Background: an optimization exercise with open tools, aiming at small area, a short achievable clock period and few clock cycles. Do not read the settings as production practice.
In this exercise RTL edits were held to simulation tests only and were not proved equivalent to the original.
Power is estimated from default activity; no workload was simulated.

===== design/flow/run.sh =====
#!/bin/bash
# synth_recipe.tcl (not shown) runs the flow's synth.tcl, then flattens the netlist and writes it again
# the make line also repeats each setting of config.mk as NAME=value (left out here)
make -C /OpenROAD-flow-scripts/flow DESIGN_CONFIG=/design/flow/config.mk WORK_HOME=/design/flow/orfs CLKGATE_MAP_FILE= SYNTH_SCRIPT=/design/flow/synth_recipe.tcl finish

===== design/flow/config.mk =====
export PLATFORM = sky130hd
export DESIGN_NAME = signed_binary_to_decimal_ascii_top
export DESIGN_NICKNAME = signed_binary_to_decimal_ascii_top
export VERILOG_FILES = /design/flow/design.v
export SDC_FILE = /design/flow/constraint.sdc
export NUM_CORES = 4
export LEC_CHECK = 0
export CAP_MARGIN = 20
export CORE_MARGIN = 2
export CORE_UTILIZATION = 40
export SLEW_MARGIN = 20

===== design/flow/constraint.sdc =====
create_clock -name core_clock -period 4.0 [get_ports {clk}]
set_input_delay 0.8000 -clock core_clock [delete_from_list [all_inputs] [get_ports {clk}]]
set_output_delay 0.8000 -clock core_clock [all_outputs]
set_load 0.01 [all_outputs]

===== design/flow/design.v =====
package sbda_pkg;
	localparam int VALUE_WIDTH_DEF = 32;
	localparam int BITS_PER_STAGE = 4;
	localparam logic [7:0] CHAR_ZERO  = 8'd48;
	localparam logic [7:0] CHAR_MINUS = 8'd45;
	localparam logic [3:0] DABBLE_LIMIT = 4'd5;
	localparam logic [3:0] DABBLE_ADD   = 4'd3;
	function automatic int num_digits(input int w);
		num_digits = (w - 1) * 30103 / 100000 + 1;
	endfunction
endpackage
module sbda_conv #(
	parameter int VALUE_WIDTH = sbda_pkg::VALUE_WIDTH_DEF
) (
	input  logic                                 clk,
	input  logic                                 arst_n,
	input  logic                                 up_valid,
	output logic                                 up_ready,
	input  logic signed [VALUE_WIDTH-1:0]        value,
	output logic                                 dn_valid,
	input  logic                                 dn_ready,
	output logic                                 dn_neg,
	output logic [$clog2(sbda_pkg::num_digits(VALUE_WIDTH))-1:0] dn_lead,
	output logic [4*sbda_pkg::num_digits(VALUE_WIDTH)-1:0]       dn_bcd
);
	localparam int W   = VALUE_WIDTH;
	localparam int ND  = sbda_pkg::num_digits(W);
	localparam int BW  = 4 * ND;
	localparam int IW  = $clog2(ND);
	localparam int BPS = sbda_pkg::BITS_PER_STAGE;
	localparam int NST = (W + BPS - 1) / BPS;
	logic          en;
	logic          v_s1;
	logic          neg_s1;
	logic [W-1:0]  mag_s1;
	logic          dd_v_s   [1:NST];
	logic          dd_neg_s [1:NST];
	logic [BW-1:0] dd_bcd_s [1:NST];
	logic [W-1:0]  dd_bin_s [1:NST];
	logic [BW-1:0] stg_bcd_in [1:NST];
	logic [W-1:0]  stg_bin_in [1:NST];
	logic [BW-1:0] stg_bcd_nx [1:NST];
	logic [W-1:0]  stg_bin_nx [1:NST];
	logic          v_sl;
	logic          neg_sl;
	logic [IW-1:0] lead_sl;
	logic [BW-1:0] bcd_sl;
	logic [IW-1:0] lead_nx;
	assign en       = !v_sl || dn_ready;
	assign up_ready = en;
	genvar k;
	generate
		for (k = 1; k <= NST; k++) begin : g_stg
			localparam int LO    = (k - 1) * BPS;
			localparam int STEPS = ((W - LO) < BPS) ? (W - LO) : BPS;
			if (k == 1) begin : g_first
				assign stg_bcd_in[k] = '0;
				assign stg_bin_in[k] = mag_s1;
			end else begin : g_rest
				assign stg_bcd_in[k] = dd_bcd_s[k-1];
				assign stg_bin_in[k] = dd_bin_s[k-1];
			end
			logic [BW-1:0] b;
			logic [W-1:0]  m;
			always_comb begin
				b = stg_bcd_in[k];
				m = stg_bin_in[k];
				for (int j = 0; j < BPS; j++) begin
					if (j < STEPS) begin
						for (int d = 0; d < ND; d++) begin
							if (b[d*4 +: 4] >= sbda_pkg::DABBLE_LIMIT) begin
								b[d*4 +: 4] = b[d*4 +: 4] + sbda_pkg::DABBLE_ADD;
							end
						end
						b = {b[BW-2:0], m[W-1]};
						m = {m[W-2:0], 1'b0};
					end
				end
				stg_bcd_nx[k] = b;
				stg_bin_nx[k] = m;
			end
		end
	endgenerate
	always_comb begin
		lead_nx = '0;
		for (int d = 0; d < ND; d++) begin
			if (dd_bcd_s[NST][d*4 +: 4] != 4'd0) begin
				lead_nx = IW'(d);
			end
		end
	end
	always_ff @(posedge clk or negedge arst_n) begin
		if (!arst_n) begin
			v_s1 <= 1'b0;
			for (int i = 1; i <= NST; i++) begin
				dd_v_s[i] <= 1'b0;
			end
			v_sl <= 1'b0;
		end else if (en) begin
			v_s1 <= up_valid;
			dd_v_s[1] <= v_s1;
			for (int i = 2; i <= NST; i++) begin
				dd_v_s[i] <= dd_v_s[i-1];
			end
			v_sl <= dd_v_s[NST];
		end
	end
	always_ff @(posedge clk) begin
		if (en) begin
			neg_s1 <= value[W-1];
			mag_s1 <= value[W-1] ? (~value + 1'b1) : value;
			dd_neg_s[1] <= neg_s1;
			for (int i = 2; i <= NST; i++) begin
				dd_neg_s[i] <= dd_neg_s[i-1];
			end
			for (int i = 1; i <= NST; i++) begin
				dd_bcd_s[i] <= stg_bcd_nx[i];
				dd_bin_s[i] <= stg_bin_nx[i];
			end
			neg_sl  <= dd_neg_s[NST];
			lead_sl <= lead_nx;
			bcd_sl  <= dd_bcd_s[NST];
		end
	end
	assign dn_valid = v_sl;
	assign dn_neg   = neg_sl;
	assign dn_lead  = lead_sl;
	assign dn_bcd   = bcd_sl;
endmodule
module sbda_ser #(
	parameter int VALUE_WIDTH = sbda_pkg::VALUE_WIDTH_DEF
) (
	input  logic                                 clk,
	input  logic                                 arst_n,
	input  logic                                 up_valid,
	output logic                                 up_ready,
	input  logic                                 up_neg,
	input  logic [$clog2(sbda_pkg::num_digits(VALUE_WIDTH))-1:0] up_lead,
	input  logic [4*sbda_pkg::num_digits(VALUE_WIDTH)-1:0]       up_bcd,
	output logic                                 char_valid,
	input  logic                                 char_ready,
	output logic [7:0]                           character,
	output logic                                 last
);
	localparam int ND = sbda_pkg::num_digits(VALUE_WIDTH);
	localparam int BW = 4 * ND;
	localparam int IW = $clog2(ND);
	logic          busy_q;
	logic          neg_q;
	logic [IW-1:0] idx_q;
	logic [BW-1:0] bcd_q;
	logic          ovld_q;
	logic [7:0]    char_q;
	logic          last_q;
	logic out_free;
	logic emit;
	logic finishing;
	logic load;
	assign out_free  = !ovld_q || char_ready;
	assign emit      = busy_q && out_free;
	assign finishing = emit && !neg_q && (idx_q == '0);
	assign up_ready  = !busy_q || finishing;
	assign load      = up_valid && up_ready;
	always_ff @(posedge clk or negedge arst_n) begin
		if (!arst_n) begin
			busy_q <= 1'b0;
			ovld_q <= 1'b0;
		end else begin
			if (emit) begin
				ovld_q <= 1'b1;
			end else if (char_ready) begin
				ovld_q <= 1'b0;
			end
			if (load) begin
				busy_q <= 1'b1;
			end else if (finishing) begin
				busy_q <= 1'b0;
			end
		end
	end
	always_ff @(posedge clk) begin
		if (emit) begin
			if (neg_q) begin
				char_q <= sbda_pkg::CHAR_MINUS;
				last_q <= 1'b0;
			end else begin
				char_q <= sbda_pkg::CHAR_ZERO + {4'd0, bcd_q[idx_q*4 +: 4]};
				last_q <= (idx_q == '0);
			end
		end
		if (load) begin
			neg_q <= up_neg;
			idx_q <= up_lead;
			bcd_q <= up_bcd;
		end else if (emit) begin
			if (neg_q) begin
				neg_q <= 1'b0;
			end else begin
				idx_q <= idx_q - 1'b1;
			end
		end
	end
	assign char_valid = ovld_q;
	assign character  = char_q;
	assign last       = last_q;
endmodule
module signed_binary_to_decimal_ascii_top #(
	parameter int VALUE_WIDTH = sbda_pkg::VALUE_WIDTH_DEF
) (
	input  logic                          clk,
	input  logic                          arst_n,
	input  logic                          value_valid,
	output logic                          value_ready,
	input  logic signed [VALUE_WIDTH-1:0] value,
	output logic                          char_valid,
	input  logic                          char_ready,
	output logic [7:0]                    character,
	output logic                          last
);
	localparam int ND = sbda_pkg::num_digits(VALUE_WIDTH);
	localparam int IW = $clog2(ND);
	logic            cv_valid;
	logic            cv_ready;
	logic            cv_neg;
	logic [IW-1:0]   cv_lead;
	logic [4*ND-1:0] cv_bcd;
	sbda_conv #(
		.VALUE_WIDTH(VALUE_WIDTH)
	) u_conv (
		.clk      (clk),
		.arst_n   (arst_n),
		.up_valid (value_valid),
		.up_ready (value_ready),
		.value    (value),
		.dn_valid (cv_valid),
		.dn_ready (cv_ready),
		.dn_neg   (cv_neg),
		.dn_lead  (cv_lead),
		.dn_bcd   (cv_bcd)
	);
	sbda_ser #(
		.VALUE_WIDTH(VALUE_WIDTH)
	) u_ser (
		.clk        (clk),
		.arst_n     (arst_n),
		.up_valid   (cv_valid),
		.up_ready   (cv_ready),
		.up_neg     (cv_neg),
		.up_lead    (cv_lead),
		.up_bcd     (cv_bcd),
		.char_valid (char_valid),
		.char_ready (char_ready),
		.character  (character),
		.last       (last)
	);
endmodule

==> notes.md <==
- Startpoint Class: flip-flop
- Post-Syn Area per Cell: 9.97 um2
- Antenna fix cells: 0
- Reg2reg setup slack: approximately 0.28 ns
- Tot GR Track Use: 0.132
- Crit-path most repeated cell: ha_1
- Sequential area share after synthesis: 0.432
- DR vias: around 23k
- TritonCTS clock tree: built
- Core ar.: approximately 76000 um2
- Critical path capture point type: flip-flop
- Crit path capture: u_conv.dd_bcd_s[8][37]$_DFFE_PP_
- Largest net degree at the start of global routing: 88
- Distinct cells, synth: 119
- FP Rows: 101
- Post-route minimum period: 3.72 ns
- Worst reg2reg path depth: 16
- Worst-Skew Late Latency: approximately 0.59 ns
- Power per cell area: a little under 500 nW/um2
- Root buf cell: clkbuf_16
- Synth-to-Final Area Change: 11.4%
- CP startpoint: u_conv.dd_bcd_s[7][32]$_DFFE_PP_
- Max Clk Rate: 0.269 GHz
- Final cell count without fillers: 4229
- Max Slew Vio Count: 0
- Post-DP HPWL: approximately 37 mm
- DIE HEIGHT: 282 um
- Setup_tns: 0 ns
- # Post-CTS Setup Buffers: 0
- YS warnings: 10
- Post-Place Cells: 4137
- Critical path class: reg -> reg
- Clk slew on worst S/H paths: 0.06 ns
- Slowest Stage Delay on Critical Path: 0.40 ns
- Die area: 79400 um2
- Initial Utilization: 0.405
- Worst EP arrival: between 4 and 5 ns
- Top FF cell, synth: edfxtp_1
- Initial antenna violation count: 0
- Layout Nets: 3342
- Hold Vio Cnt, Final: 0
- Multi-input gate area: 16600 um2
- Outcome: timing/DRC/antenna clean
- Max IR drop VDD: 0.000403 V
- Max-cap violations: 0
- Number of flops mapped to enable cells by yosys: around 430
- Fraction of layout cells with a size suffix above 1: 0.109
- Final Power: 16.8 mW
- Sink Count: 446
- DIE WIDTH: 282 um
- Async S/R FF share, synth: 0.0269
- CTS Buffer Depth: 3
- Least-Margin Pin Slew: 1.01 ns
- CP Cell Sequence: inv_1 -> ha_1 -> nand2b_1 -> a21oi_4 -> mux2_2 -> a21oi_2 -> xor2_2 -> nand2_1 -> ha_1 -> and2_0 -> nor2_2 -> ha_1 -> nor2b_1 -> a221oi_1 -> o21a_1 -> xor2_1
- Hold Crit Class: reg -> reg
- Leakage: 12.3 nW
- R2R Path Start: u_conv.dd_bcd_s[7][32]$_DFFE_PP_
- Slowest-stage cell, CP: edfxtp_1
- H-tree levels: 2
- Vias per std cell: 5.32
- Drt wl/cell: around 12 um
- Initial drt markers: 1191
- Setup violators final: 0
- R2R Path End: u_conv.dd_bcd_s[8][37]$_DFFE_PP_
- Final wirelength: roughly 52 mm
- WP data required: 4.33 ns
- Clock skew: 0.0159 ns
- Boundary Pins: 47
- Post-Syn Instances: 3096
- Register Area: 13300 um2
- TritonRoute pass-1 iters: 6
- Antenna viol nets, final: 0
- Synth Register Bits: between 400 and 500
- Total CTS buffers: just over 50
- GP Congestion: 0.794
- Core Util, Final: 0.451
- Port Buffer Count: 43
- Crit-path max FO: 5
- Most frequent cells in the layout: edfxtp_1 (434), a21oi_1 (250), nor2_1 (246)
- Most common cell after layout, fill and taps aside: edfxtp_1
- Tcrit/Tclk final: 0.930
- Post-synthesis cell area: between 30000 and 40000 um2
- Hold Buf Count CTS: 0
- Number of global-route vias before repair: 20.4k
- Drc violations: 0
- First-pass GRT wire length: 91.2 mm
- Filler cell count: 7126
- Remaining Overflow, GRT: 0
- Relative max-transition margin: 0.328
-- how the worst min path moves through the flow --
stage                                     from                          endpoint  slack [ns]  depth (start not counted)
2_1_floorplan  u_conv.dd_bcd_s[8][0]$_DFFE_PP_        u_conv.bcd_sl[0]$_DFFE_PP_        0.40                          0
3_3_place_gp       u_conv.mag_s1[13]$_DFFE_PP_  u_conv.dd_bin_s[1][17]$_DFFE_PP_        0.40                          0
3_5_place_dp       u_conv.mag_s1[14]$_DFFE_PP_  u_conv.dd_bin_s[1][18]$_DFFE_PP_        0.40                          0
4_1_cts            u_conv.mag_s1[18]$_DFFE_PP_  u_conv.dd_bin_s[1][22]$_DFFE_PP_        0.41                          0
5_1_grt            u_conv.mag_s1[18]$_DFFE_PP_  u_conv.dd_bin_s[1][22]$_DFFE_PP_        0.42                          0
6_report           u_conv.mag_s1[18]$_DFFE_PP_  u_conv.dd_bin_s[1][22]$_DFFE_PP_        0.41                          0
-- worst max-delay path, delay by kind of cell, from the launching register on --
kind                     cells  cell delay [ns]
adder cells (fa/ha/maj)      3             0.64
AO/OA/AOI/OAI                4             0.71
XOR/XNOR                     2             0.38
buffers and inverters        1             0.14
multiplexers                 1             0.40
flip-flops                   1             0.40
AND/OR/NAND/NOR              5             0.80
-- registers in the layout, summed over array words and instances (netlist names), 4 cells and up --
name	flops
u_conv.dd_bcd_s	185
u_conv.dd_bin_s	112
u_conv.bcd_sl	40
u_ser.bcd_q	40
u_conv.mag_s1	32
u_conv.dd_neg_s	8
u_conv.dd_v_s	8
u_ser.char_q	5
u_conv.lead_sl	4
u_ser.idx_q	4
-- repair_timing --
action / in CTS / in global routing
endpoints found under the setup margin: 0 / 10
hold endpoints to repair: 0 / 0
resized for setup: 0 / 8
-- cells by family (layout without fill, tap and decap cells) --
logic type	after synthesis	in the layout	synth area share
AOI/OAI and AO/OA	1063	1063	0.225
and+or+nand+nor	808	808	0.129
DFF	446	446	0.432
buffers and inverters	267	369	0.0333
xor gates and xnor gates	187	187	0.0569
muxes	175	175	0.0642
adders and majority gates	148	148	0.0598
other	2	3	0.000243
-- final cells by class --
class | count | area share
repair buffers | 88 | 0.0242
flip-flops and latches | 446 | 0.388
clock buffers | 56 | 0.0383
multi-input cells | 2384 | 0.482
well taps | 1030 | 0.0375
clock inverters | 36 | 0.00986
inverters | 189 | 0.0206
-- metal layers --
metal / track usage / wire, um
met1: 0.168 / 24700
met2: 0.230 / 24800
met5: 0 / 0
met4: 0.0338 / 991
met3: 0.0233 / 2010
-- where the power goes --
| part | switching [mW] | total (mW) | leakage (nW) | internal, mW |
|---|---|---|---|---|
| Clock | 1.92 | 4.57 | 0.788 | 2.65 |
| Combinational | 3.49 | 6.21 | 7.44 | 2.72 |
| Sequential | 0.198 | 6.02 | 4.08 | 5.82 |
| Total | 5.61 | 16.8 | 12.3 | 11.2 |
-- Yosys cell counts (66+ instances only) --
cell,count,area share
o21ai_0,237,0.038
xnor2_1,146,0.041
edfxtp_1,434,0.42
a21oi_1,251,0.041
nand2b_1,67,0.014
nor2_1,247,0.030
mux2i_1,86,0.028
mux2_2,71,0.026
a31oi_1,66,0.013
inv_1,185,0.022
nand2_1,201,0.024
ha_1,146,0.059
-- metrics by stage --
step / hold WS (ns) / instance area (um2) / setup WS (ns)
final: 0.413 / 34400 / 0.281
after global routing: 0.417 / 34400 / -0.0264
after CTS: 0.412 / 34400 / 0.153
after detailed placement: 0.405 / 32700 / 0.238
after global placement: 0.400 / 32700 / 0.319
after floorplan: 0.400 / 30900 / 0.492
Testbench counts, summed over its fixed seeds: cycles 18,581.

==> port drivers added, routing unchanged <==
Ports are ideal in the flow. The routed layout listed here was re-timed in OpenROAD. Step 1, drivers: a clkbuf_16 drives clk and a buf_2 each remaining input, both assumed. Step 2, shift: input delay + t, output delay - t, t = (earliest + latest rising clock arrival at the registers) / 2. This alone moves slack from input paths to output paths. Slacks: ideal ports / drivers / drivers and shift; pairs: ideal ports / drivers.
t (ns): 0.647
setup slack, ns: 0.281 / 0.225 / 0.281
hold WS [ns]: 0.413 / 0.413 / 0.413
worst setup path after step 2: register to register
After both steps setup and hold are still met in this run. For this run, drivers alone change the setup slack by -0.056 ns; drivers and shift together by 0.000 ns.
